From an optimization exercise on the open Yosys and OpenROAD flow, aimed at small area and few clock cycles per item; shortcuts taken in it are not production practice. The RTL was checked by simulation tests, not by an equivalence proof against the original design. The flow treats the clock pin as an ideal source, which a real chip does not have.

== run A ==
==> flow/design.v <==
package pbte_pkg;
    localparam int COLOR_W         = 32;
    localparam int TILE_W          = 8;
    localparam int PIXELS_PER_TILE = 8;
    localparam int POS_W           = 3;
    localparam int STORED_W        = 5;
    localparam int APB_DATA_W      = 32;
    localparam int APB_ADDR_W      = 3;
    localparam logic REG_LEARN_COLORS = 1'b0;
    typedef struct packed {
        logic                palette_overflow;
        logic [STORED_W-1:0] colors_stored;
        logic                high_bit;
        logic                low_bit;
    } pal_status_t;
    typedef struct packed {
        logic                palette_overflow;
        logic [STORED_W-1:0] colors_stored;
        logic [TILE_W-1:0]   plane_high;
        logic [TILE_W-1:0]   plane_low;
    } tile_t;
    localparam int TILE_BITS = 1 + STORED_W + 2 * TILE_W;   
    localparam int TDATA_W   = ((TILE_BITS + 7) / 8) * 8;
endpackage
module pbte_palette #(
    parameter int PALETTE_DEPTH = 16
) (
    input  logic                         aclk,
    input  logic                         aresetn,
    input  logic                         step,
    input  logic                         learn,
    input  logic [pbte_pkg::COLOR_W-1:0] color,
    input  logic                         clear,
    output logic                         busy,
    output logic [pbte_pkg::STORED_W-1:0] colors_stored,
    output logic                         palette_overflow,
    output logic                         low_bit,
    output logic                         high_bit
);
    localparam int SLOTS = PALETTE_DEPTH - 3;
    localparam int HALF  = (SLOTS + 1) / 2;   
    localparam int CNT_W = $clog2(PALETTE_DEPTH + 1);
    logic [pbte_pkg::COLOR_W-1:0] bank_reg [1:3];
    logic [pbte_pkg::COLOR_W-1:0] slot_reg [SLOTS];
    logic [SLOTS-1:0]             slot_vld;
    logic [pbte_pkg::COLOR_W-1:0] spare_reg;
    logic                         spare_vld;
    logic [CNT_W-1:0]             count_reg;
    logic                         overflow_reg;
    logic [CNT_W-1:0] count_eff;
    logic [3:1]       bank_hit;
    logic             other_hit;
    logic             hit;
    logic             full;
    logic             store;
    logic             to_bank;
    logic             new_ring;   
    logic             gap_a;      
    logic             gap_b;      
    logic             drain;      
    logic             clr;
    assign clr = step && clear;
    always_comb begin
        count_eff = clear ? '0 : count_reg;
        for (int i = 1; i <= 3; i++) begin
            bank_hit[i] = (CNT_W'(i) < count_eff) && (bank_reg[i] == color);
        end
        other_hit = !clear && spare_vld && (spare_reg == color);
        for (int i = 0; i < SLOTS; i++) begin
            if (!clear && slot_vld[i] && (slot_reg[i] == color)) other_hit = 1'b1;
        end
        hit = (|bank_hit) || other_hit;
        full     = (count_eff >= CNT_W'(PALETTE_DEPTH));
        store    = !hit && learn && !full;
        to_bank  = store && (count_eff >= CNT_W'(1)) && (count_eff <= CNT_W'(3));
        new_ring = step && store && !to_bank;
        low_bit  = bank_hit[1] || bank_hit[3]
                   || (to_bank && ((count_eff == CNT_W'(1)) || (count_eff == CNT_W'(3))));
        high_bit = bank_hit[2] || bank_hit[3]
                   || (to_bank && ((count_eff == CNT_W'(2)) || (count_eff == CNT_W'(3))));
    end
    assign gap_a   = !slot_vld[HALF-1];
    assign gap_b   = !slot_vld[SLOTS-1];
    assign drain   = gap_a || gap_b;
    assign busy    = spare_vld && !drain && learn
                     && (count_reg < CNT_W'(PALETTE_DEPTH));
    assign colors_stored    = pbte_pkg::STORED_W'(count_reg);
    assign palette_overflow = overflow_reg;
    always_ff @(posedge aclk) begin
        if (!aresetn) begin
            count_reg    <= '0;
            overflow_reg <= 1'b0;
        end else if (step) begin
            count_reg    <= store ? count_eff + CNT_W'(1) : count_eff;
            overflow_reg <= (!clear && overflow_reg) || (!hit && learn && full);
        end
    end
    always_ff @(posedge aclk) begin
        for (int i = 1; i <= 3; i++) begin
            if (count_reg == CNT_W'(i)) bank_reg[i] <= color;
        end
    end
    always_ff @(posedge aclk) begin
        for (int i = 1; i < SLOTS; i++) begin
            if (i != HALF) slot_reg[i] <= slot_reg[i-1];
        end
        slot_reg[0]    <= gap_a ? spare_reg : slot_reg[HALF-1];
        slot_reg[HALF] <= gap_b ? spare_reg : slot_reg[SLOTS-1];
    end
    always_ff @(posedge aclk) begin
        if (!aresetn) begin
            slot_vld <= '0;
        end else begin
            for (int i = 1; i < SLOTS; i++) begin
                if (i != HALF) slot_vld[i] <= slot_vld[i-1] && !clr;
            end
            slot_vld[0]    <= gap_a ? (spare_vld && !clr) : (slot_vld[HALF-1] && !clr);
            slot_vld[HALF] <= gap_b ? (spare_vld && !clr && !gap_a)
                                    : (slot_vld[SLOTS-1] && !clr);
        end
    end
    always_ff @(posedge aclk) begin
        if (!aresetn) begin
            spare_vld <= 1'b0;
        end else if (!spare_vld || drain || clr) begin
            spare_vld <= new_ring;
        end
    end
    always_ff @(posedge aclk) begin
        if (!spare_vld || drain || clr) spare_reg <= color;
    end
endmodule
module pbte_planes (
    input  logic                        aclk,
    input  logic                        aresetn,
    input  logic                        step,
    input  logic                        clear,
    input  logic                        low_bit,
    input  logic                        high_bit,
    output logic                        emit,
    output logic [pbte_pkg::TILE_W-1:0] plane_low,
    output logic [pbte_pkg::TILE_W-1:0] plane_high
);
    logic [pbte_pkg::POS_W-1:0] bit_pos_reg;
    logic [pbte_pkg::POS_W-1:0] pos_eff;
    assign pos_eff = clear ? '0 : bit_pos_reg;
    assign emit    = (pos_eff == pbte_pkg::POS_W'(pbte_pkg::PIXELS_PER_TILE - 1));
    always_ff @(posedge aclk) begin
        if (!aresetn) begin
            bit_pos_reg <= '0;
        end else if (step) begin
            bit_pos_reg <= pos_eff + pbte_pkg::POS_W'(1);
        end
    end
    always_ff @(posedge aclk) begin
        if (step) begin
            plane_low  <= {plane_low[pbte_pkg::TILE_W-2:0], low_bit};
            plane_high <= {plane_high[pbte_pkg::TILE_W-2:0], high_bit};
        end
    end
endmodule
module palette_bitplane_tile_encoder #(
    parameter int PALETTE_DEPTH = 16
) (
    input  logic                            aclk,
    input  logic                            aresetn,
    input  logic                            s_tvalid,
    output logic                            s_tready,
    input  logic [pbte_pkg::COLOR_W-1:0]    s_tdata,   
    input  logic                            s_tuser,   
    output logic                            m_tvalid,
    input  logic                            m_tready,
    output logic [pbte_pkg::TDATA_W-1:0]    m_tdata,
    input  logic                            psel,
    input  logic                            penable,
    input  logic                            pwrite,
    input  logic [pbte_pkg::APB_ADDR_W-1:0] paddr,
    input  logic [pbte_pkg::APB_DATA_W-1:0] pwdata,
    output logic [pbte_pkg::APB_DATA_W-1:0] prdata,
    output logic                            pready
);
    logic                          learn_reg;
    logic                          m_valid_reg;
    logic                          busy;
    logic                          step;
    logic                          emit;
    logic                          low_bit;
    logic                          high_bit;
    logic [pbte_pkg::TILE_W-1:0]   plane_low;
    logic [pbte_pkg::TILE_W-1:0]   plane_high;
    logic [pbte_pkg::STORED_W-1:0] colors_stored;
    logic                          palette_overflow;
    assign pready = 1'b1;
    always_comb begin
        prdata = '0;
        if (paddr[2] == pbte_pkg::REG_LEARN_COLORS) begin
            prdata[0] = learn_reg;
        end
    end
    always_ff @(posedge aclk) begin
        if (!aresetn) begin
            learn_reg <= 1'b1;
        end else if (psel && penable && pwrite
                     && (paddr[2] == pbte_pkg::REG_LEARN_COLORS)) begin
            learn_reg <= pwdata[0];
        end
    end
    assign s_tready = !busy && (!m_valid_reg || m_tready);
    assign step     = s_tvalid && s_tready;
    always_ff @(posedge aclk) begin
        if (!aresetn) begin
            m_valid_reg <= 1'b0;
        end else if (step && emit) begin
            m_valid_reg <= 1'b1;
        end else if (m_tready) begin
            m_valid_reg <= 1'b0;
        end
    end
    pbte_palette #(
        .PALETTE_DEPTH (PALETTE_DEPTH)
    ) u_palette (
        .aclk             (aclk),
        .aresetn          (aresetn),
        .step             (step),
        .learn            (learn_reg),
        .color            (s_tdata),
        .clear            (s_tuser),
        .busy             (busy),
        .colors_stored    (colors_stored),
        .palette_overflow (palette_overflow),
        .low_bit          (low_bit),
        .high_bit         (high_bit)
    );
    pbte_planes u_planes (
        .aclk       (aclk),
        .aresetn    (aresetn),
        .step       (step),
        .clear      (s_tuser),
        .low_bit    (low_bit),
        .high_bit   (high_bit),
        .emit       (emit),
        .plane_low  (plane_low),
        .plane_high (plane_high)
    );
    assign m_tvalid = m_valid_reg;
    assign m_tdata  = {{(pbte_pkg::TDATA_W - pbte_pkg::TILE_BITS){1'b0}},
                       palette_overflow, colors_stored, plane_high, plane_low};
endmodule
Settings: LEC_CHECK=0, CAP_MARGIN=20, CORE_MARGIN=2, CORE_UTILIZATION=40, CTS_CLUSTER_DIAMETER=100, CTS_CLUSTER_SIZE=30, PLACE_DENSITY=0.8, SLEW_MARGIN=20; clock period 5.0 ns.
run.sh (not shown) runs the stock make flow with config.mk's settings and CLKGATE_MAP_FILE= SYNTH_SCRIPT=/design/flow/synth_recipe.tcl, a recipe that flattens the netlist after the stock synthesis.
Testbench counts of run A, summed over its fixed seeds: cycles 33,319, pixels 32,768.
diff inputs: run A => run B
==> flow/flow/run.sh (new file) <==
#!/bin/bash
# The standard layout with three changes: the ports are buffered with
# sky130_fd_sc_hd__buf_1 cells, the clock tree is built without dummy loads,
# and the constant outputs share synthesis's single tie cell.
# make's output goes to orfs_make.log; each tool's own log is under orfs/logs/.
set -euo pipefail
export BUFFER_PORTS_ARGS="-buffer_cell sky130_fd_sc_hd__buf_1"
export CTS_ARGS="-sink_clustering_enable -repair_clock_nets -dont_use_dummy_load -sink_clustering_size 30 -sink_clustering_max_diameter 100"
export SKIP_REPAIR_TIE_FANOUT=1
bash standard.sh finish > orfs_make.log 2>&1
==> flow/standard.sh (new file) <==
#!/bin/bash
# synth_recipe.tcl (not shown) runs the flow's synth.tcl, then flattens the netlist and writes it again
# the make line also repeats each setting of config.mk as NAME=value (left out here)
make -C /OpenROAD-flow-scripts/flow DESIGN_CONFIG=/design/flow/config.mk WORK_HOME=/design/flow/orfs CLKGATE_MAP_FILE= SYNTH_SCRIPT=/design/flow/synth_recipe.tcl "${@:-finish}"
removed: flow/run.sh
- Re largest voltage drop on the vdd net: run B is 16% up on run A.
- Taking run A as the reference, in run B met1 wire length now smaller, relative area of clock buffers and inverters in the final design now smaller.
- Summary of run B over run A: final critical-path required period lower; final standard cell area without fillers lower; number of antenna violations at the first check in global routing lower.
- Compared with run A, in run B layout cell share with drive strength beyond 1 has decreased, cell count has decreased, sequential share of layout area has increased, total length of routed wires has decreased.
Relative to run B, the following input files were edited for run C:
- a deleted PLACE_DENSITY that had been 0.8
- a change of CTS_CLUSTER_DIAMETER from 100 to 60
- a change of CTS_CLUSTER_SIZE from 30 to 28
==> flow/run.sh (new file) <==
#!/bin/bash
# synth_recipe.tcl (not shown) runs the flow's synth.tcl, then flattens the netlist and writes it again
# the make line also repeats each setting of config.mk as NAME=value (left out here)
make -C /OpenROAD-flow-scripts/flow DESIGN_CONFIG=/design/flow/config.mk WORK_HOME=/design/flow/orfs CLKGATE_MAP_FILE= SYNTH_SCRIPT=/design/flow/synth_recipe.tcl finish
removed: flow/flow/run.sh
removed: flow/standard.sh
--- outcome ---
Run C: full flow OK, the timing, design-rule and antenna checks passed
The lower time the worst path needs with I/O delays and setup of run C and run B is in run B.
Number of clock buffer instances in the layout, run C and run B, higher one = run C.
In run C, register-to-register slack is lower than in run B.
In run C, the met3 routed wirelength came out 39% below the value in run B.

[static timing again, ports no longer ideal]
Ports are ideal in the flow. The routed layouts listed here were re-timed in OpenROAD. Step 1, drivers: a clkbuf_16 drives aclk and a buf_2 each remaining input, both assumed. Step 2 adds t to the input delays and takes it off the output delays; t is the mean of the earliest and latest rising clock arrival at the registers after step 1. Input paths then give back, and output paths get back, about the clock's delay inside the block. Three values: no drivers, after step 1, after step 2; two values: the first two.
run	shift t [ns]	slack for setup (ns)	hold WS [ns]	worst setup path after step 2
run A	0.617	0.996 / 1.018 / 0.401	0.358 / 0.358 / 0.358	input to register
run B	0.607	1.552 / 1.581 / 0.975	0.323 / 0.323 / 0.323	input to register
run C	0.643	1.089 / 1.125 / 0.482	0.353 / 0.353 / 0.353	input to register
After both steps setup and hold are still met in every run listed. For run C, which loses most, drivers alone change the setup slack by +0.036 ns; drivers and shift together by -0.607 ns.
